What follows belongs to an exercise in optimizing a design on an open flow for small area, a short achievable clock period and few clock cycles; a production flow would make more cautious choices.
Only simulation tests tie the RTL to the original design; equivalence was not proved.

**flow/design.v**
```verilog
package sm3_pkg;
    localparam logic [31:0] TJ_LOW  = 32'h79cc4519;
    localparam logic [31:0] TJ_HIGH = 32'h7a879d8a;
    localparam logic [255:0] IV = {32'h7380166f, 32'h4914b2b9, 32'h172442d7, 32'hda8a0600,
                                   32'ha96f30bc, 32'h163138aa, 32'he38dee4d, 32'hb0fb0e4e};
    function automatic logic [31:0] rol(input logic [31:0] x, input logic [4:0] n);
        logic [63:0] d;
        d = {x, x} << n;
        rol = d[63:32];
    endfunction
    function automatic logic [31:0] p0(input logic [31:0] x);
        p0 = x ^ rol(x, 5'd9) ^ rol(x, 5'd17);
    endfunction
    function automatic logic [31:0] p1(input logic [31:0] x);
        p1 = x ^ rol(x, 5'd15) ^ rol(x, 5'd23);
    endfunction
    function automatic logic [31:0] maj(input logic [31:0] x, input logic [31:0] y,
                                        input logic [31:0] z);
        maj = (x & y) | (x & z) | (y & z);
    endfunction
endpackage
module sm3_hash_core (
    input  logic        i_clk,
    input  logic        i_rst_n,
    input  logic        i_in_valid,
    output logic        i_in_ready,
    input  logic [31:0] i_in_message_word,
    input  logic [2:0]  i_in_byte_count,
    input  logic        i_in_final_word,
    output logic        o_out_valid,
    input  logic        o_out_ready,
    output logic [31:0] o_out_digest_word,
    output logic        o_out_last_word
);
    localparam logic [1:0] P_IN = 2'd0, P_PAD = 2'd1, P_ZERO = 2'd2, P_LEN = 2'd3;
    logic [3:0]  r_ph;
    logic [31:0] r_w [16];
    logic [31:0] r_va, r_vb, r_vc, r_vd, r_ve, r_vf, r_vg, r_vh;
    logic [31:0] r_ca [4];
    logic [31:0] r_ce [4];
    logic [31:0] r_t;
    logic        r_run;
    logic [5:0]  r_j;
    logic        r_ff, r_fw;
    logic        r_cfirst, r_clast;
    logic [4:0]  r_fi;
    logic [3:0]  r_s0, r_ws;
    logic        r_pfirst, r_plast;
    logic        r_new;
    logic [1:0]  r_pst;
    logic        r_late;
    logic [58:0] r_wc;
    logic        r_inc;
    logic [1:0]  r_nb;
    logic [31:0] r_o;
    logic        r_ov, r_more;
    logic [2:0]  r_k;
    logic [31:0] a12, s1s, s1c, ss1, ss2, ff, gg, t1s, t1c, t1x, t1y, t2s, t2c, t2x, t2y;
    logic [31:0] tt1, tt2, wp, wn;
    always_comb begin
        a12 = sm3_pkg::rol(r_va, 5'd12);
        s1s = a12 ^ r_ve ^ r_t;
        s1c = {sm3_pkg::maj(a12, r_ve, r_t), 1'b0};
        ss1 = sm3_pkg::rol(s1s + s1c, 5'd7);
        ss2 = ss1 ^ a12;
        if (r_j[5:4] == 2'd0) begin
            ff = r_va ^ r_vb ^ r_vc;
            gg = r_ve ^ r_vf ^ r_vg;
        end else begin
            ff = sm3_pkg::maj(r_va, r_vb, r_vc);
            gg = (r_ve & r_vf) | (~r_ve & r_vg);
        end
        wp  = r_w[0] ^ r_w[4];
        t1s = ff ^ r_vd ^ wp;
        t1c = {sm3_pkg::maj(ff, r_vd, wp), 1'b0};
        t1x = (t1s ^ t1c ^ a12) ^ ss1;
        t1y[0] = 1'b0;
        for (int i = 0; i < 31; i++) begin
            t1y[i+1] = ss2[i] ? (t1s[i] | t1c[i]) : (t1s[i] & t1c[i]);
        end
        tt1 = t1x + t1y;
        t2s = gg ^ r_vh ^ r_w[0];
        t2c = {sm3_pkg::maj(gg, r_vh, r_w[0]), 1'b0};
        t2x = (t2s ^ t2c) ^ ss1;
        t2y[0] = 1'b0;
        for (int i = 0; i < 31; i++) begin
            t2y[i+1] = ss1[i] ? (t2s[i] | t2c[i]) : (t2s[i] & t2c[i]);
        end
        tt2 = t2x + t2y;
        wn  = sm3_pkg::p1(r_w[0] ^ r_w[7] ^ sm3_pkg::rol(r_w[13], 5'd15))
            ^ sm3_pkg::rol(r_w[3], 5'd7) ^ r_w[10];
    end
    logic [31:0] iva, ive, srca, srce, xa, xe, rina, rine, insa, inse;
    always_comb begin
        case (r_ph[1:0])
            2'd0: begin iva = sm3_pkg::rol(32'hda8a0600, 5'd23); ive = sm3_pkg::rol(32'hb0fb0e4e, 5'd13); end
            2'd1: begin iva = sm3_pkg::rol(32'h172442d7, 5'd23); ive = sm3_pkg::rol(32'he38dee4d, 5'd13); end
            2'd2: begin iva = 32'h4914b2b9; ive = 32'h163138aa; end
            default: begin iva = 32'h7380166f; ive = 32'ha96f30bc; end
        endcase
        srca = r_cfirst ? iva : r_ca[0];
        srce = r_cfirst ? ive : r_ce[0];
        xa   = srca ^ sm3_pkg::rol(r_vd, 5'd23);
        xe   = srce ^ sm3_pkg::rol(r_vh, 5'd13);
        rina = r_ff ? xa : r_ca[0];
        rine = r_ff ? xe : r_ce[0];
        if (r_fw) begin
            insa = sm3_pkg::rol(r_vd, 5'd23);
            inse = sm3_pkg::rol(r_vh, 5'd13);
        end else begin
            insa = r_pfirst ? iva : rina;
            inse = r_pfirst ? ive : rine;
        end
    end
    logic out_busy, last_rnd, ff_go, fw_go, start;
    logic win, slot_ok, can_wr, fill_wr, full;
    logic [31:0] in_word, fill_word;
    logic take, ld;
    logic [2:0] kn;
    logic [31:0] osel;
    always_comb begin
        out_busy = r_more | r_ov;
        last_rnd = r_run && (r_j == 6'd63);
        ff_go    = (last_rnd || (r_fw && r_ph[1:0] == 2'd3)) && !out_busy;
        fw_go    = last_rnd && out_busy;
        start    = !r_run && !r_fw && (r_ph + 4'd1 == r_s0)
                && (r_fi[4] || (r_fi[3:0] == 4'd15 && fill_wr));
        win      = !r_run || (r_j >= 6'd52);
        slot_ok  = (r_fi == 5'd0) ? (r_ph[1:0] == 2'd0) : (r_ph == r_ws);
        can_wr   = win && !r_fi[4] && slot_ok;
        fill_wr  = can_wr && ((r_pst != P_IN) || i_in_valid);
        full = !i_in_final_word || i_in_byte_count[2];
        if (full) begin
            in_word = i_in_message_word;
        end else begin
            case (i_in_byte_count[1:0])
                2'd0: in_word = 32'h80000000;
                2'd1: in_word = {i_in_message_word[31:24], 24'h800000};
                2'd2: in_word = {i_in_message_word[31:16], 16'h8000};
                default: in_word = {i_in_message_word[31:8], 8'h80};
            endcase
        end
        case (r_pst)
            P_IN:   fill_word = in_word;
            P_PAD:  fill_word = 32'h80000000;
            P_ZERO: fill_word = (r_fi[3:0] == 4'd14 && !r_late) ? r_wc[58:27] : 32'd0;
            default: fill_word = {r_wc[26:0], r_nb, 3'b000};
        endcase
        take = r_ov && o_out_ready;
        kn   = r_k + 3'd1;
        ld   = r_more && (!r_ov || take) && (r_ph[1:0] == ~kn[1:0]);
        case (kn[2:1])
            2'd0: osel = rina;
            2'd1: osel = sm3_pkg::rol(rina, 5'd9);
            2'd2: osel = rine;
            default: osel = sm3_pkg::rol(rine, 5'd19);
        endcase
    end
    assign i_in_ready        = can_wr && (r_pst == P_IN);
    assign o_out_valid       = r_ov;
    assign o_out_digest_word = r_o;
    assign o_out_last_word   = (r_k == 3'd7);
    always_ff @(posedge i_clk) begin
        for (int i = 0; i < 15; i++) begin
            r_w[i] <= r_w[i+1];
        end
        if (r_run && r_j < 6'd52) begin
            r_w[15] <= wn;
        end else if (fill_wr) begin
            r_w[15] <= fill_word;
        end else begin
            r_w[15] <= r_w[0];
        end
        r_va <= r_run ? tt1 : insa;
        r_vb <= r_va;
        r_vc <= sm3_pkg::rol(r_vb, 5'd9);
        r_vd <= r_vc;
        r_ve <= r_run ? sm3_pkg::p0(tt2) : inse;
        r_vf <= r_ve;
        r_vg <= sm3_pkg::rol(r_vf, 5'd19);
        r_vh <= r_vg;
        for (int i = 0; i < 3; i++) begin
            r_ca[i] <= r_ca[i+1];
            r_ce[i] <= r_ce[i+1];
        end
        r_ca[3] <= rina;
        r_ce[3] <= rine;
        if (!r_run) begin
            r_t <= sm3_pkg::TJ_LOW;
        end else if (r_j == 6'd15) begin
            r_t <= sm3_pkg::rol(sm3_pkg::TJ_HIGH, 5'd16);
        end else begin
            r_t <= sm3_pkg::rol(r_t, 5'd1);
        end
        r_j <= start ? 6'd0 : r_j + 6'd1;
        if (start) begin
            r_cfirst <= r_pfirst;
            r_clast  <= r_plast || (r_pst == P_LEN);
        end
        if (fill_wr) begin
            r_ws <= r_ph + 4'd1;
            if (r_fi == 5'd0) begin
                r_s0     <= r_ph;
                r_pfirst <= r_new;
                r_plast  <= 1'b0;
            end
            if (r_pst == P_LEN) begin
                r_plast <= 1'b1;
            end
            if (r_pst == P_IN && i_in_final_word) begin
                r_nb <= i_in_byte_count[2] ? 2'd0 : i_in_byte_count[1:0];
            end
        end
        if (ld) begin
            r_o <= osel;
        end
    end
    always_ff @(posedge i_clk) begin
        if (!i_rst_n) begin
            r_ph   <= 4'd0;
            r_run  <= 1'b0;
            r_ff   <= 1'b0;
            r_fw   <= 1'b0;
            r_fi   <= 5'd0;
            r_pst  <= P_IN;
            r_new  <= 1'b1;
            r_late <= 1'b0;
            r_wc   <= 59'd0;
            r_inc  <= 1'b0;
            r_ov   <= 1'b0;
            r_more <= 1'b0;
            r_k    <= 3'd0;
        end else begin
            r_ph <= r_ph + 4'd1;
            if (start) begin
                r_run <= 1'b1;
            end else if (last_rnd) begin
                r_run <= 1'b0;
            end
            if (ff_go) begin
                r_ff <= 1'b1;
            end else if (r_ph[1:0] == 2'd3) begin
                r_ff <= 1'b0;
            end
            if (fw_go) begin
                r_fw <= 1'b1;
            end else if (ff_go) begin
                r_fw <= 1'b0;
            end
            if (start) begin
                r_fi <= 5'd0;
            end else if (fill_wr) begin
                r_fi <= r_fi + 5'd1;
            end
            r_inc <= fill_wr && (r_pst == P_IN) && full;
            r_wc  <= r_wc + {58'd0, r_inc};
            if (fill_wr) begin
                case (r_pst)
                    P_IN: begin
                        r_new <= 1'b0;
                        if (i_in_final_word) begin
                            r_pst  <= i_in_byte_count[2] ? P_PAD : P_ZERO;
                            r_late <= (r_fi[3:0] == 4'd14);
                        end
                    end
                    P_PAD: begin
                        r_pst  <= P_ZERO;
                        r_late <= (r_fi[3:0] == 4'd14);
                    end
                    P_ZERO: begin
                        if (r_fi[3:0] == 4'd14 && !r_late) begin
                            r_pst <= P_LEN;
                        end
                        if (r_fi[3:0] == 4'd15) begin
                            r_late <= 1'b0;
                        end
                    end
                    default: begin
                        r_pst <= P_IN;
                        r_new <= 1'b1;
                        r_wc  <= 59'd0;
                        r_inc <= 1'b0;
                    end
                endcase
            end
            if (ff_go && r_clast) begin
                r_more <= 1'b1;
                r_k    <= 3'd7;
            end else if (ld) begin
                r_k  <= kn;
                r_ov <= 1'b1;
                if (kn == 3'd7) begin
                    r_more <= 1'b0;
                end
            end else if (take) begin
                r_ov <= 1'b0;
            end
        end
    end
endmodule
```
**flow/flow/run.sh**
```bash
#!/bin/bash
# The standard layout (the standard.sh, ORFS from synthesis to finish), with the
# input and output port buffers made from sky130_fd_sc_hd__buf_1 cells.
set -euo pipefail
bash standard.sh "BUFFER_PORTS_ARGS=-buffer_cell sky130_fd_sc_hd__buf_1" finish > standard.log 2>&1
```
**flow/standard.sh**
```bash
#!/bin/bash
# synth_recipe.tcl (not shown) runs the flow's synth.tcl, then flattens the netlist and writes it again
# the make line also repeats each setting of config.mk as NAME=value (left out here)
make -C /OpenROAD-flow-scripts/flow DESIGN_CONFIG=/design/flow/config.mk WORK_HOME=/design/flow/orfs CLKGATE_MAP_FILE= SYNTH_SCRIPT=/design/flow/synth_recipe.tcl "${@:-finish}"
```
**flow/config.mk**
```make
export PLATFORM = sky130hd
export DESIGN_NAME = sm3_hash_core
export DESIGN_NICKNAME = sm3_hash_core
export VERILOG_FILES = /design/flow/design.v
export SDC_FILE = /design/flow/constraint.sdc
export NUM_CORES = 4
export LEC_CHECK = 0
export CAP_MARGIN = 20
export CORE_MARGIN = 2
export CORE_UTILIZATION = 55
export CTS_CLUSTER_DIAMETER = 80
export CTS_CLUSTER_SIZE = 28
export SETUP_SLACK_MARGIN = 4.3
export SLEW_MARGIN = 20
```
**flow/constraint.sdc**
```tcl
create_clock -name core_clock -period 10.0 [get_ports {i_clk}]
set_input_delay 2.0000 -clock core_clock [delete_from_list [all_inputs] [get_ports {i_clk}]]
set_output_delay 2.0000 -clock core_clock [all_outputs]
set_load 0.01 [all_outputs]
```
==> notes.md, run 1 <==
core area between 80000 and 90000 sq um; Max Clock Skew roughly 27 ps; DIE AREA just under 90000 sq um; post-layout min period slightly below 6000 ps; Peak Freq around 0.17 GHz; fin crit share 0.5946; WP data arrival around 6500 ps; post-route ant nets 0; Yosys warning count 4; Die Y 297.9 um; Num CTS Buffers 56; Layout area overhead 10.87%; Hold Vio Cnt, Final 0; largest net degree at the start of global routing approximately 190; Hold Path Class register to register; placed insts 5539; WP data required roughly 11000 ps; Clk pin slew, worst setup/hold paths around 110 ps; starting density of the core 0.5562; unrepaired setup endpoints after global routing yes; register area 24390 sq um; via density per instance between 5 and 6; first-pass iteration count of the detailed router 5; DRC 0; slowest stage cell, crit path fa_1; relative slew slack 0.2181; final cell count without fillers 5683; number of fill cells in the layout between 7000 and 8000; vias in the first global route about 30000; Clock Latency Late Sink approximately 700 ps; status timing/DRC/antenna clean; max-capacitance violation count 0; share of layout cells above drive strength 1 0.09608; fin. max-slew vios 0; Hold WS between 300 and 400 ps; ys async rst share 0; crit end category register; CP Class register to register; count of cell types in the netlist 83; initial antenna violation count 2; CP top delay family compound AO/OA/AOI/OAI gates; gr usage total 0.3249; slowest cell delay on critical path 570 ps; htree depth 2; Max Buffers Root-to-Sink 3; nets 4911; root buf cell clkbuf_16; Avg Inst Size Synth 10.67 sq um; Hold Path Cell Cnt 0; FP Rows between 100 and 150; Worst setup SP type register; Most used DFF post-synth dfxtp_1; CTS tree done; Routed WL per cell around 26 um; PortBufs 74; worst path bufs/invs 1; post-synthesis sequential area ratio 0.5107; synthesized area between 40000 and 50000 sq um; 1st-iter DRT viols 3027; Setup TNS 0 ps; commonest non-fill, non-tap cell in the layout dfxtp_1; GRT overflow 0; num ports 75; setup slack, reg-to-reg between 4000 and 5000 ps; setup violators final 0; slew at the pin closest to its max-slew limit approximately 1200 ps; wire length of the first global-routing pass 209200 um; Yosys reg bits roughly 1200; area occupied by multi-input gates 23280 sq um; routed via count roughly 32000; Critical Path Stages 25; Routed Wire Length between 100000 and 150000 um; cell count after synthesis between 4000 and 5000; Final GP Congestion 0.9698; crit-path max FO 3; # hold bufs at CTS 0; most frequent cells in the layout 1097 x dfxtp_1, 338 x nor2_1, 331 x xnor2_1; Post-synth EDFFs 46; Chip Width about 300 um; CTS sink count between 1000 and 1500; Post-DP HPWL about 110000 um; R2R depth 25
[cell usage after synthesis (13+ instances only)]
master / n / area (sq um)
a211oi_1: 84 / 630.6
a21o_1: 28 / 210.2
a21oi_1: 274 / 1371
a22o_1: 84 / 735.7
a22oi_1: 32 / 240.2
a31oi_1: 46 / 287.8
and2_1: 16 / 100.1
and3_1: 36 / 225.2
buf_1: 19 / 71.32
clkbuf_1: 135 / 506.7
dfxtp_1: 1143 / 22880
edfxtp_1: 46 / 1381
fa_1: 128 / 2562
ha_1: 230 / 2878
inv_1: 217 / 814.5
mux2i_1: 58 / 580.6
mux4_2: 15 / 337.8
nand2_1: 251 / 942.2
nand2b_1: 29 / 181.4
nand3_1: 51 / 255.2
nand4_1: 15 / 93.84
nor2_1: 339 / 1272
nor2b_1: 42 / 262.8
nor3_1: 54 / 270.3
o211ai_1: 13 / 97.59
o21a_1: 17 / 127.6
o21ai_0: 274 / 1371
o21bai_1: 13 / 97.59
o31ai_1: 30 / 225.2
or3_1: 19 / 118.9
xnor2_1: 365 / 3197
xor2_1: 223 / 1953
[cell type report]
cell class | instances | share of cell area
clock inverters | 22 | 0.006794
clock buffers | 61 | 0.02715
inverters | 218 | 0.01554
flip-flops and latches | 1189 | 0.4630
multi-input cells | 2890 | 0.4420
well taps | 1144 | 0.02718
repair buffers | 158 | 0.01829
diodes | 1 | 0.00004751
[sequential cells by signal, indices dropped and copies added, names as in the netlist, 6 cells and up]
name	cells
r_ce	128
r_o	32
r_vd	32
r_vc	32
r_ve	32
r_ca	128
r_vg	32
r_vh	32
r_vf	32
r_va	32
r_vb	32
r_t	32
r_w	512
r_j	6
r_wc	59
[metrics by stage]
stage | area (sq um) | worst slack [ps] | utilization
2_1_floorplan | 47510 | 4370 | -
3_3_place_gp | 48880 | 3340 | 0.5723
3_5_place_dp | 48880 | 3405 | 0.5723
4_1_cts | 51640 | 4276 | 0.6046
5_1_grt | 52670 | 3825 | 0.6166
6_report | 52670 | 4054 | 0.6167
[path summary, 6_finish.rpt]
path / from / to
setup / recovery: r_t[1] / r_va[30]
hold / removal: r_ca[1][22] / r_ca[0][22]
setup reg to reg: r_t[1] / r_va[30]
hold reg to reg: r_ca[1][22] / r_ca[0][22]
[routing by layer]
layer / GRT usage / wire, um / part of all wire
met1: 0.4453 / 63310 / 0.43
met2: 0.5190 / 65970 / 0.45
met3: 0.03843 / 8716 / 0.060
met4: 0.1450 / 7616 / 0.052
met5: 0 / 0 / 0
[cells by family (layout without fill, tap and decap cells)]
logic type / after synthesis / in the layout / share of synthesized area
muxes: 77 / 77 / 0.02028
DFF: 1189 / 1189 / 0.5107
other: 0 / 1 / 0
adders and majority gates: 358 / 358 / 0.1145
AOI/OAI and AO/OA: 970 / 970 / 0.1279
xor gates and xnor gates: 599 / 599 / 0.1132
buffers and inverters: 375 / 459 / 0.02976
and+or+nand+nor: 884 / 886 / 0.08359
[repair_timing]
action | in CTS | in global routing
endpoints found under the setup margin | 53 | 51
buffers inserted | 25 | 33
gates resized for setup | 177 | 137
endpoints found under the hold margin | 0 | 0
gates cloned | 2 | 0
pin swaps | 60 | 100
Testbench counts, summed over its fixed seeds: cycles 40,696.
==> run 2: changes to the inputs <==
--- a/flow/config.mk
+++ b/flow/config.mk
@@ -11,4 +11,4 @@
 export CTS_CLUSTER_DIAMETER = 80
 export CTS_CLUSTER_SIZE = 28
-export SETUP_SLACK_MARGIN = 4.3
+export SETUP_SLACK_MARGIN = 4.65
 export SLEW_MARGIN = 20
==> notes.md, run 2 <==
status timing/DRC/antenna clean (unchanged); DRC 0 (unchanged); CTS tree done (unchanged); Post-DP HPWL 115500 um (was 113400 um); Yosys reg bits 1189 (unchanged); Most used DFF post-synth dfxtp_1 (unchanged); post-layout min period 5872 ps (was 5946 ps); largest register by flop count r_w (unchanged); Layout area overhead 11.60% (was 10.87%); starting density of the core 0.5562 (unchanged); post-route ant nets 0 (unchanged); gr usage total 0.3291 (was 0.3249); first-pass iteration count of the detailed router 8 (was 5); Hold Path Cell Cnt 0 (unchanged); fin crit share 0.5872 (was 0.5946); Post-synth EDFFs 46 (unchanged); Hold Vio Cnt, Final 0 (unchanged); cell count after synthesis 4452 (unchanged); via density per instance 5.683 (was 5.636); nets 4939 (was 4911); routed via count 32446 (was 32031); max-capacitance violation count 0 (unchanged); Synth area leaders dfxtp_1 48%, xnor2_1 6.7%, ha_1 6.1% (unchanged); synthesized area 47510 sq um (unchanged); most frequent cells after synthesis 1143 x dfxtp_1, 365 x xnor2_1, 339 x nor2_1 (unchanged); count of cell types in the netlist 83 (unchanged); WP data required 10540 ps (was 10500 ps); crit-path max FO 6 (was 3); CP Class register to register (unchanged); PortBufs 74 (unchanged); R2R depth 18 (was 25); crit end category register (unchanged); unrepaired setup endpoints after global routing yes (unchanged); DIE AREA 88750 sq um (unchanged); share of the synthesized area in the top cell type 0.4816 (unchanged); GRT overflow 0 (unchanged); ys async rst share 0 (unchanged); placed insts 5541 (was 5539); Num CTS Buffers 53 (was 56); Clock Latency Late Sink 690 ps (was 700 ps); # hold bufs at CTS 0 (unchanged); vias in the first global route 30104 (was 29997); count leader, synth dfxtp_1 (unchanged); core area 85410 sq um (unchanged); Setup TNS 0 ps (unchanged); number of fill cells in the layout 7157 (was 7189); Peak Freq 0.1703 GHz (was 0.1682 GHz); share of layout cells above drive strength 1 0.1045 (was 0.09608); num ports 75 (unchanged); Clk pin slew, worst setup/hold paths 110 ps (about the same); Chip Width 297.9 um (unchanged); slew at the pin closest to its max-slew limit 1178 ps (was 1164 ps); post-synthesis sequential area ratio 0.5107 (unchanged); initial antenna violation count 8 (was 2); max reg flops 512 (unchanged); commonest non-fill, non-tap cell in the layout dfxtp_1 (unchanged); relative slew slack 0.2101 (was 0.2181); Yosys warning count 4 (unchanged); final cell count without fillers 5709 (was 5683); htree depth 2 (unchanged); Worst setup SP type register (unchanged); design area 53020 sq um (was 52670 sq um); pre-CTS setup slack 3563 ps (was 3405 ps); Hold WS 325.0 ps (was 321.1 ps); WP data arrival 6410 ps (was 6450 ps); DP Area 49000 sq um (was 48880 sq um); CTS sink count 1189 (unchanged); Final GP Congestion 0.9609 (was 0.9698); largest net degree at the start of global routing 186 (unchanged); Max Clock Skew 33.44 ps (was 26.50 ps); final worst setup slack 4128 ps (was 4054 ps); most frequent cells in the layout 1096 x dfxtp_1, 335 x nor2_1, 321 x xnor2_1 (was 1097 x dfxtp_1, 338 x nor2_1, 331 x xnor2_1); Routed Wire Length 148100 um (was 145600 um); Die Y 297.9 um (unchanged); 1st-iter DRT viols 2742 (was 3027); fin. max-slew vios 0 (unchanged); FP Rows 107 (unchanged); Hold Path Class register to register (unchanged); root buf cell clkbuf_16 (unchanged); Max Buffers Root-to-Sink 3 (unchanged); setup violators final 0 (unchanged); Avg Inst Size Synth 10.67 sq um (unchanged); wire length of the first global-routing pass 211000 um (was 209200 um); largest registers r_w x512, r_ca x128, r_ce x128 (unchanged); Routed WL per cell 25.94 um (was 25.62 um); area leader, netlist dfxtp_1 (unchanged)
==> run 2: cell counts after synthesis <==
Identical to the previous run, type by type.
==> run 2: kinds of logic after synthesis <==
logic type               after synthesis  synth area share
adder cells (fa/ha/maj)              358            0.1145
AO/OA/AOI/OAI                        970            0.1279
AND/OR/NAND/NOR                      884           0.08359
buffers and inverters                375           0.02976
multiplexers                          77           0.02028
flip-flops                          1189            0.5107
XOR/XNOR                             599            0.1132
==> run 2: worst max-delay path, stage by stage (launching register included) <==
cell and delay [ps]:
dfxtp_2 450, fa_1 480, ha_1 340, a21o_1 120
a21oi_1 70, xnor2_1 760, xor2_1 530, xor2_1 280
ha_1 330, a21o_1 190, a21o_1 180, a21o_1 170
a211oi_1 400, o211ai_1 220, a2111oi_1 460, nor2_1 200
o31ai_2 300, xor2_1 170, a21oi_1 70
==> run 2: area by class of cell <==
class,count,area [sq um],share of cell area
diodes,2,5.005,0.00009440
multi-input cells,2890,23430,0.4418
clock buffers,57,1341,0.02530
inverters,218,818.3,0.01543
repair buffers,189,1297,0.02447
flip-flops and latches,1189,24360,0.4596
clock inverters,20,335.3,0.006325
well taps,1144,1431,0.02700
==> run 2: worst paths after layout <==
check,to,from,slack [ps]
setup reg to reg,r_va[28],r_va[22],4130
hold / removal,r_w[14][17],r_w[15][17],320
setup / recovery,r_va[28],r_va[22],4130
hold reg to reg,r_w[14][17],r_w[15][17],320
==> run 2: through the flow <==
| stage | util |
|---|---|
| floorplan | - |
| global placement | 0.5737 |
| detailed placement | 0.5737 |
| CTS | 0.6118 |
| global route | 0.6207 |
| finish | 0.6207 |
==> run 2: per-layer routing <==
layer  vias up  part of all wire  global-route usage
met1     15990              0.43              0.4440
met2       997              0.47              0.5425
met5         -           0.00010                   0
li1      15215                 -                   -
met3       242             0.058             0.03763
met4         2             0.047              0.1299
==> run 2: what timing repair did <==
action | in CTS | in global routing
cloned | 2 | 0
setup endpoints to repair | 56 | 54
pin swaps | 140 | 88
buffers inserted | 61 | 26
gates resized for setup | 220 | 99
==> run 3: changes to the inputs <==
--- a/flow/config.mk
+++ b/flow/config.mk
@@ -11,4 +11,4 @@
 export CTS_CLUSTER_DIAMETER = 80
 export CTS_CLUSTER_SIZE = 28
-export SETUP_SLACK_MARGIN = 4.65
+export SETUP_SLACK_MARGIN = 5
 export SLEW_MARGIN = 20
==> notes.md, run 3 <==
status timing/DRC/antenna clean (unchanged); CTS sink count 1189 (unchanged); ys async rst share 0 (unchanged); post-layout min period 5816 ps (was 5872 ps); cell count after synthesis 4452 (unchanged); design area 53170 sq um (was 53020 sq um); worst path bufs/invs 2 (was 0); commonest non-fill, non-tap cell in the layout dfxtp_1 (unchanged); most frequent cells after synthesis 1143 x dfxtp_1, 365 x xnor2_1, 339 x nor2_1 (unchanged); slowest stage cell, crit path fa_2 (was xnor2_1); Clock Latency Late Sink 690 ps (about the same); Worst setup SP type register (unchanged); 1st-iter DRT viols 3029 (was 2742); DP Area 49100 sq um (was 49000 sq um); post-synthesis mux area share 0.02028 (unchanged); CP Class register to register (unchanged); vias in the first global route 30319 (was 30104); number of fill cells in the layout 7114 (was 7157); Setup TNS 0 ps (unchanged); largest register by flop count r_w (unchanged); FP Rows 107 (unchanged); gr usage total 0.3291 (about the same); starting density of the core 0.5562 (unchanged); Chip Width 297.9 um (unchanged); fin crit share 0.5816 (was 0.5872); min-delay src r_ce[1][27] (was r_w[15][17]); final worst setup slack 4184 ps (was 4128 ps); most frequent cells in the layout 1100 x dfxtp_1, 333 x nor2_1, 321 x xnor2_1 (was 1096 x dfxtp_1, 335 x nor2_1, 321 x xnor2_1); Yosys reg bits 1189 (unchanged); DIE AREA 88750 sq um (unchanged); Hold Path Class register to register (unchanged); Layout area overhead 11.91% (was 11.60%); largest registers r_w x512, r_ca x128, r_ce x128 (unchanged); Max Clock Skew 29.27 ps (was 33.44 ps); num ports 75 (unchanged); Most used DFF post-synth dfxtp_1 (unchanged); max reg flops 512 (unchanged); via density per instance 5.686 (was 5.683); crit end category register (unchanged); worst path cell trace fa_2 -> ha_4 -> o21a_1 -> o32ai_2 -> a2111o_1 -> and4_4 -> o31a_4 -> buf_12 -> xnor2_4 -> xor2_1 -> ha_2 -> fa_2 -> a211oi_2 -> o21bai_2 -> a211oi_4 -> buf_6 -> o21ai_2 -> or2_4 -> a221oi_4 -> xnor2_2 -> xor2_1 -> or2_0 -> a31o_2 (was fa_1 -> ha_1 -> a21o_1 -> a21oi_1 -> xnor2_1 -> xor2_1 -> xor2_1 -> ha_1 -> a21o_1 -> a21o_1 -> a21o_1 -> a211oi_1 -> o211ai_1 -> a2111oi_1 -> nor2_1 -> o31ai_2 -> xor2_1 -> a21oi_1); CTS tree done (unchanged); routed via count 32540 (was 32446); post-route ant nets 0 (unchanged); Crit. Startpoint r_ve[11] (was r_va[22]); compound-gate portion of the synthesized area 0.1279 (unchanged); pre-CTS setup slack 3711 ps (was 3563 ps); area leader, netlist dfxtp_1 (unchanged); nets 4948 (was 4939); Routed Wire Length 148300 um (was 148100 um); RR Startpoint r_ve[11] (was r_va[22]); Yosys warning count 4 (unchanged); htree depth 2 (unchanged); Avg Inst Size Synth 10.67 sq um (unchanged); unrepaired setup endpoints after global routing yes (unchanged); initial antenna violation count 6 (was 8); Clk pin slew, worst setup/hold paths 110 ps (about the same); Routed WL per cell 25.91 um (was 25.94 um); Post-DP HPWL 115700 um (was 115500 um); count leader, synth dfxtp_1 (unchanged); Num CTS Buffers 55 (was 53); setup violators final 0 (unchanged); max-capacitance violation count 0 (unchanged); Post-synth EDFFs 46 (unchanged); Hold Vio Cnt, Final 0 (unchanged); core area 85410 sq um (unchanged); count of cell types in the netlist 83 (unchanged); WP data arrival 6400 ps (was 6410 ps); PortBufs 74 (unchanged); DRC 0 (unchanged); wire length of the first global-routing pass 211300 um (was 211000 um); post-synthesis sequential area ratio 0.5107 (unchanged); Final GP Congestion 0.9880 (was 0.9609); share of the synthesized area in the top cell type 0.4816 (unchanged); root buf cell clkbuf_16 (unchanged); fin. max-slew vios 0 (unchanged); Max Buffers Root-to-Sink 3 (unchanged); slowest cell delay on critical path 480 ps (was 760 ps); largest family of logic cells by synthesized area compound AO/OA/AOI/OAI gates (unchanged); Post-Synth XOR/XNOR Area 0.1132 (unchanged); Post-Synth Adder-Cell Area 0.1145 (unchanged); share of layout cells above drive strength 1 0.1093 (was 0.1045); Die Y 297.9 um (unchanged); relative slew slack 0.2171 (was 0.2101); synthesized area 47510 sq um (unchanged); slew at the pin closest to its max-slew limit 1166 ps (was 1178 ps); largest net degree at the start of global routing 160 (was 186); area occupied by multi-input gates 23460 sq um (was 23430 sq um); CP top delay family compound AO/OA/AOI/OAI gates (unchanged); Synth Area in Simple Gates 0.08359 (unchanged); GRT overflow 0 (unchanged); first-pass iteration count of the detailed router 5 (was 8); Synth area leaders dfxtp_1 48%, xnor2_1 6.7%, ha_1 6.1% (unchanged); Peak Freq 0.1719 GHz (was 0.1703 GHz); register area 24350 sq um (was 24360 sq um); WP data required 10580 ps (was 10540 ps); crit-path max FO 6 (unchanged)
[run 3: cell types whose count changed in the layout (fill, tap and decap cells not counted), sizes merged]
cell    delta
buf        +6
bufinv     -1
clkbuf     +4
clkinv     +2
diode      +1
inv        +2
[run 3: worst reg2reg max path: stages (launching register included)]
cell and delay [ps]:
dfxtp_4 410, fa_2 480, ha_4 340, o21a_1 180, o32ai_2 120, a2111o_1 380
and4_4 200, o31a_4 330, buf_12 150, xnor2_4 270, xor2_1 120, ha_2 210
fa_2 350, a211oi_2 240, o21bai_2 130, a211oi_4 220, buf_6 160, o21ai_2 70
or2_4 250, a221oi_4 340, xnor2_2 150, xor2_1 170, or2_0 210, a31o_2 230
[run 3: final timing paths]
kind,cells past startpoint,slack [ps],end
hold reg to reg,0,320,r_ce[0][27]
setup / recovery,23,4180,r_ve[0]
hold / removal,0,320,r_ce[0][27]
setup reg to reg,23,4180,r_ve[0]
[run 3: routing by layer]
metal	track usage	vias to the layer above	wire length, um
met5	0	-	15
met3	0.03989	281	8753
li1	-	15254	-
met1	0.4450	15906	63840
met2	0.5246	1097	66880
met4	0.1630	2	8775
[run 3: cell families (layout without fill, tap and decap cells)]
logic type                 Yosys count  after routing
adders and majority gates          358            358
xor gates and xnor gates           599            599
DFF                               1189           1189
AOI/OAI and AO/OA                  970            970
other                                0              3
muxes                               77             77
and+or+nand+nor                    884            886
buffers and inverters              375            497
[run 3: area by class of cell]
type | instances | area share
clock buffer | 60 | 0.02643
clock inverter | 23 | 0.006754
multi-input combinational | 2890 | 0.4412
timing repair buffer | 196 | 0.02513
sequential | 1189 | 0.4580
inverter | 218 | 0.01539
tap | 1144 | 0.02692
antenna | 3 | 0.0001412
[run 3: stage by stage]
| step | hold slack [ps] | utilization | cells |
|---|---|---|---|
| after detailed placement | 312.1 | 0.5749 | 5540 |
| after global routing | 334.1 | 0.6224 | 5720 |
| after CTS | 326.5 | 0.6149 | 5695 |
| after global placement | 309.5 | 0.5749 | 5540 |
| after floorplan | 309.6 | - | 4452 |
| final | 320.4 | 0.6225 | 5723 |
[run 3: what timing repair did]
action	4_1_cts	5_1_grt
cloned	2	0
setup buffers	70	25
gates resized for setup	218	82
hold buffers	0	0
endpoints found under the setup margin	59	60
pin swaps	135	85
==> run 4: changes to the inputs <==
--- a/flow/design.v
+++ b/flow/design.v
@@ -20,4 +20,11 @@
     endfunction
 endpackage
+module sm3_add32 (
+    input  logic [31:0] i_a,
+    input  logic [31:0] i_b,
+    output logic [31:0] o_s
+);
+    assign o_s = i_a + i_b;
+endmodule
 module sm3_hash_core (
     input  logic        i_clk,
@@ -62,5 +69,5 @@
         s1s = a12 ^ r_ve ^ r_t;
         s1c = {sm3_pkg::maj(a12, r_ve, r_t), 1'b0};
-        ss1 = sm3_pkg::rol(s1s + s1c, 5'd7);
+        ss1 = sm3_pkg::rol(s1sum, 5'd7);
         ss2 = ss1 ^ a12;
         if (r_j[5:4] == 2'd0) begin
@@ -79,5 +86,4 @@
             t1y[i+1] = ss2[i] ? (t1s[i] | t1c[i]) : (t1s[i] & t1c[i]);
         end
-        tt1 = t1x + t1y;
         t2s = gg ^ r_vh ^ r_w[0];
         t2c = {sm3_pkg::maj(gg, r_vh, r_w[0]), 1'b0};
@@ -87,8 +93,11 @@
             t2y[i+1] = ss1[i] ? (t2s[i] | t2c[i]) : (t2s[i] & t2c[i]);
         end
-        tt2 = t2x + t2y;
         wn  = sm3_pkg::p1(r_w[0] ^ r_w[7] ^ sm3_pkg::rol(r_w[13], 5'd15))
             ^ sm3_pkg::rol(r_w[3], 5'd7) ^ r_w[10];
     end
+    logic [31:0] s1sum;
+    sm3_add32 u_add_s1 (.i_a(s1s), .i_b(s1c), .o_s(s1sum));
+    sm3_add32 u_add_t1 (.i_a(t1x), .i_b(t1y), .o_s(tt1));
+    sm3_add32 u_add_t2 (.i_a(t2x), .i_b(t2y), .o_s(tt2));
     logic [31:0] iva, ive, srca, srce, xa, xe, rina, rine, insa, inse;
     always_comb begin
==> flow/run.sh (new file) <==
#!/bin/bash
# synth_recipe.tcl (not shown) runs the flow's synth.tcl, then flattens the netlist and writes it again
# the make line also repeats each setting of config.mk as NAME=value (left out here)
make -C /OpenROAD-flow-scripts/flow DESIGN_CONFIG=/design/flow/config.mk WORK_HOME=/design/flow/orfs CLKGATE_MAP_FILE= SYNTH_SCRIPT=/design/flow/synth_recipe.tcl finish
--- a/flow/config.mk
+++ b/flow/config.mk
@@ -9,6 +9,8 @@
 export CORE_MARGIN = 2
 export CORE_UTILIZATION = 55
-export CTS_CLUSTER_DIAMETER = 80
-export CTS_CLUSTER_SIZE = 28
+export CTS_CLUSTER_DIAMETER = 70
+export CTS_CLUSTER_SIZE = 24
 export SETUP_SLACK_MARGIN = 5
 export SLEW_MARGIN = 20
+export SYNTH_HIERARCHICAL = 1
+export SYNTH_MINIMUM_KEEP_SIZE = 0
removed: flow/flow/run.sh
removed: flow/standard.sh
==> notes.md, run 4 <==
met1 GRT Util 0.4305 (was 0.4450); Hold Vio Cnt, Final 0 (unchanged); max-capacitance violation count 0 (unchanged); Routed WL per cell 27.77 um (was 25.91 um); count leader, synth dfxtp_1 (unchanged); via density per instance 5.982 (was 5.686); fin crit share 0.5935 (was 0.5816); Clock Latency Late Sink 680 ps (was 690 ps); area leader, netlist dfxtp_1 (unchanged); setup violators final 0 (unchanged); Die Y 303.4 um (was 297.9 um); CP Class register to register (unchanged); Max Buffers Root-to-Sink 3 (unchanged); Clk pin slew, worst setup/hold paths 90 ps (was 110 ps); CTS sink count 1189 (unchanged); crit-path max FO 6 (unchanged); status timing/DRC/antenna clean (unchanged); share of layout cells above drive strength 1 0.1400 (was 0.1093); largest register by flop count r_w (unchanged); synthesized area 49300 sq um (was 47510 sq um); Chip Width 303.4 um (was 297.9 um); htree depth 3 (was 2); cell count after synthesis 4554 (was 4452); area occupied by multi-input gates 25600 sq um (was 23460 sq um); Hold Path Class register to register (unchanged); worst path bufs/invs 2 (unchanged); most frequent cells in the layout 1091 x dfxtp_1, 257 x inv_1, 254 x a21oi_1 (was 1100 x dfxtp_1, 333 x nor2_1, 321 x xnor2_1); largest registers r_w x512, r_ca x128, r_ce x128 (unchanged); slew at the pin closest to its max-slew limit 1243 ps (was 1166 ps); post-synthesis sequential area ratio 0.4921 (was 0.5107); post-route ant nets 0 (unchanged); root buf cell clkbuf_16 (unchanged); CTS tree done (unchanged); Most Used Layer, Global Route met2 (unchanged); Final GP Congestion 1.012 (was 0.9880); WP data arrival 6500 ps (was 6400 ps); Layout area overhead 15.02% (was 11.91%); first-pass iteration count of the detailed router 6 (was 5); post-layout min period 5935 ps (was 5816 ps); Num CTS Buffers 68 (was 55); Setup TNS 0 ps (unchanged); fin. max-slew vios 0 (unchanged); Most used DFF post-synth dfxtp_1 (unchanged); CP top delay family compound AO/OA/AOI/OAI gates (unchanged); Yosys reg bits 1189 (unchanged); Peak Freq 0.1685 GHz (was 0.1719 GHz); register area 24370 sq um (was 24350 sq um); worst path cell trace fa_1 -> ha_2 -> nand3_1 -> or4_4 -> a2111oi_4 -> buf_4 -> or4_4 -> nand3_4 -> mux2i_1 -> ha_2 -> buf_6 -> o211ai_1 -> o21a_2 -> a211o_1 -> a2111o_1 -> a211o_1 -> o311ai_4 -> xor2_1 -> xnor2_1 -> a22oi_2 (was fa_2 -> ha_4 -> o21a_1 -> o32ai_2 -> a2111o_1 -> and4_4 -> o31a_4 -> buf_12 -> xnor2_4 -> xor2_1 -> ha_2 -> fa_2 -> a211oi_2 -> o21bai_2 -> a211oi_4 -> buf_6 -> o21ai_2 -> or2_4 -> a221oi_4 -> xnor2_2 -> xor2_1 -> or2_0 -> a31o_2); num ports 75 (unchanged); Post-DP HPWL 128000 um (was 115700 um); relative slew slack 0.1652 (was 0.2171); FP Rows 109 (was 107); pre-CTS setup slack 3226 ps (was 3711 ps); Routed Wire Length 163100 um (was 148300 um); PortBufs 74 (unchanged); GRT overflow 0 (unchanged); WP data required 10560 ps (was 10580 ps); final worst setup slack 4065 ps (was 4184 ps); number of fill cells in the layout 7104 (was 7114); # hold bufs at CTS 0 (unchanged); met3 Usage GRT 0.05983 (was 0.03989); ys async rst share 0 (unchanged); vias in the first global route 32561 (was 30319); DRC 0 (unchanged); routed via count 35130 (was 32540); commonest non-fill, non-tap cell in the layout dfxtp_1 (unchanged); gr usage total 0.3493 (was 0.3291); wire length of the first global-routing pass 227000 um (was 211300 um); share of the synthesized area in the top cell type 0.4641 (was 0.4816); Max Clock Skew 33.30 ps (was 29.27 ps); core area 88650 sq um (was 85410 sq um); DIE AREA 92050 sq um (was 88750 sq um); count of cell types in the netlist 99 (was 83); largest net degree at the start of global routing 154 (was 160); crit end category register (unchanged); max reg flops 512 (unchanged); nets 5071 (was 4948); slowest cell delay on critical path 530 ps (was 480 ps); initial antenna violation count 7 (was 6); 1st-iter DRT viols 3510 (was 3029); Global Route met2 Usage 0.5596 (was 0.5246); slowest stage cell, crit path fa_1 (was fa_2); Yosys warning count 10 (was 4); Synth area leaders dfxtp_1 46%, ha_1 6.0%, fa_1 5.2% (was dfxtp_1 48%, xnor2_1 6.7%, ha_1 6.1%); Avg Inst Size Synth 10.83 sq um (was 10.67 sq um); Worst setup SP type register (unchanged); unrepaired setup endpoints after global routing yes (unchanged); Post-synth EDFFs 46 (unchanged); starting density of the core 0.5562 (about the same); most frequent cells after synthesis 1143 x dfxtp_1, 277 x a21oi_1, 264 x xnor2_1 (was 1143 x dfxtp_1, 365 x xnor2_1, 339 x nor2_1)
-- run 4: changes by cell type in the layout (fill, tap and decap cells not counted), sizes merged, moves of 34 or more --
| cell | before | now |
|---|---|---|
| o21ai | 278 | 214 |
| xnor2 | 368 | 264 |
| clkdlybuf4s50 | 0 | 74 |
| a22o | 84 | 20 |
| o211ai | 14 | 90 |
| a211oi | 86 | 52 |
| inv | 227 | 273 |
| buf | 195 | 144 |
| nor2 | 339 | 262 |
| xor2 | 223 | 180 |
-- run 4: worst paths after layout --
kind                                start  slack, ps  cells past startpoint   endpoint
worst max-delay path             r_ve[12]       4070                     20    r_ve[2]
worst min-delay path            r_w[6][6]        320                      0  r_w[5][6]
worst max register to register   r_ve[12]       4070                     20    r_ve[2]
worst min register to register  r_w[6][6]        320                      0  r_w[5][6]
-- run 4: layout make-up --
class / count / share of cell area
well taps: 1165 / 0.02570
clock buffers: 81 / 0.03175
flip-flops and latches: 1189 / 0.4297
clock inverters: 28 / 0.007104
multi-input cells: 2927 / 0.4514
repair buffers: 218 / 0.03682
inverters: 264 / 0.01747
diodes: 1 / 0.00004413
-- run 4: cell families (layout without fill, tap and decap cells) --
family,Yosys count,count (layout),synth area share
AOI/OAI and AO/OA,1100,1100,0.1511
xor gates and xnor gates,473,473,0.09215
adders and majority gates,363,363,0.1116
buffers and inverters,442,591,0.03700
DFF,1189,1189,0.4921
muxes,98,98,0.02609
other,1,4,0.00007606
and+or+nand+nor,888,890,0.08981
-- run 4: routing by layer --
metal | routed length [um] | up-vias | share of wire
met5 | 27 | - | 0.00017
li1 | - | 16122 | -
met4 | 14190 | 4 | 0.087
met2 | 73970 | 1414 | 0.45
met1 | 63880 | 17145 | 0.39
met3 | 11030 | 445 | 0.068
-- run 4: modules after synthesis, one instance, submodules excluded --
module / flip-flops and latches / cells inside / cell area, sq um / copies in the design
sm3_add32: 0 / 275 / 2046 / 3
sm3_hash_core: 1189 / 3729 / 43170 / 1
-- run 4: stage by stage --
stage	utilization	hold slack (ps)	instance area, sq um	instances
floorplan	-	309.6	49540	4556
global placement	0.5771	309.7	51160	5645
detailed placement	0.5772	312.1	51160	5645
CTS	0.6277	318.7	55640	5833
global route	0.6397	325.4	56710	5872
finish	0.6397	320.7	56710	5873
-- run 4: worst register-to-register path: cells and delay by family, from the launching register on --
| kind | cells | cell delay (ps) |
|---|---|---|
| xor+xnor | 2 | 360 |
| flops | 1 | 370 |
| buf+inv | 2 | 280 |
| simple gates | 4 | 930 |
| fa+ha+maj | 3 | 1350 |
| compound gates | 8 | 2340 |
| mux | 1 | 190 |
-- run 4: timing repair --
action | CTS | global route
cloned | 1 | 1
setup buffers | 78 | 38
pin swaps | 138 | 98
hold endpoints to repair | 0 | 0
resized for setup | 297 | 127
setup endpoints to repair | 61 | 60
Testbench counts of run 4, summed over its fixed seeds: cycles 40,696.

-- re-timing with driven ports --
The results above use ideal ports. As a check the final layouts listed here were re-extracted and re-timed, cells and wires unchanged. Step 1: set_driving_cell puts a clkbuf_16 on i_clk and a buf_2 on each other input, an assumption about the parent block. Step 2 adds t to the input delays and takes it off the output delays; t is the mean of the earliest and latest rising clock arrival at the registers after step 1. Input paths then give back, and output paths get back, about the clock's delay inside the block. Three values: ideal ports, drivers, drivers and shift; two values: the first two.
| run | shift t [ns] | setup slack, ns | slew at the worst register clock pin (ns) |
|---|---|---|---|
| run 1 | 0.758 | 4.054 / 4.054 / 4.054 | 0.11 / 0.11 |
| run 2 | 0.747 | 4.128 / 4.128 / 4.128 | 0.11 / 0.11 |
| run 3 | 0.745 | 4.184 / 4.184 / 4.184 | 0.11 / 0.11 |
| run 4 | 0.738 | 4.065 / 4.065 / 4.065 | 0.10 / 0.10 |
After both steps every run listed still meets setup and hold.
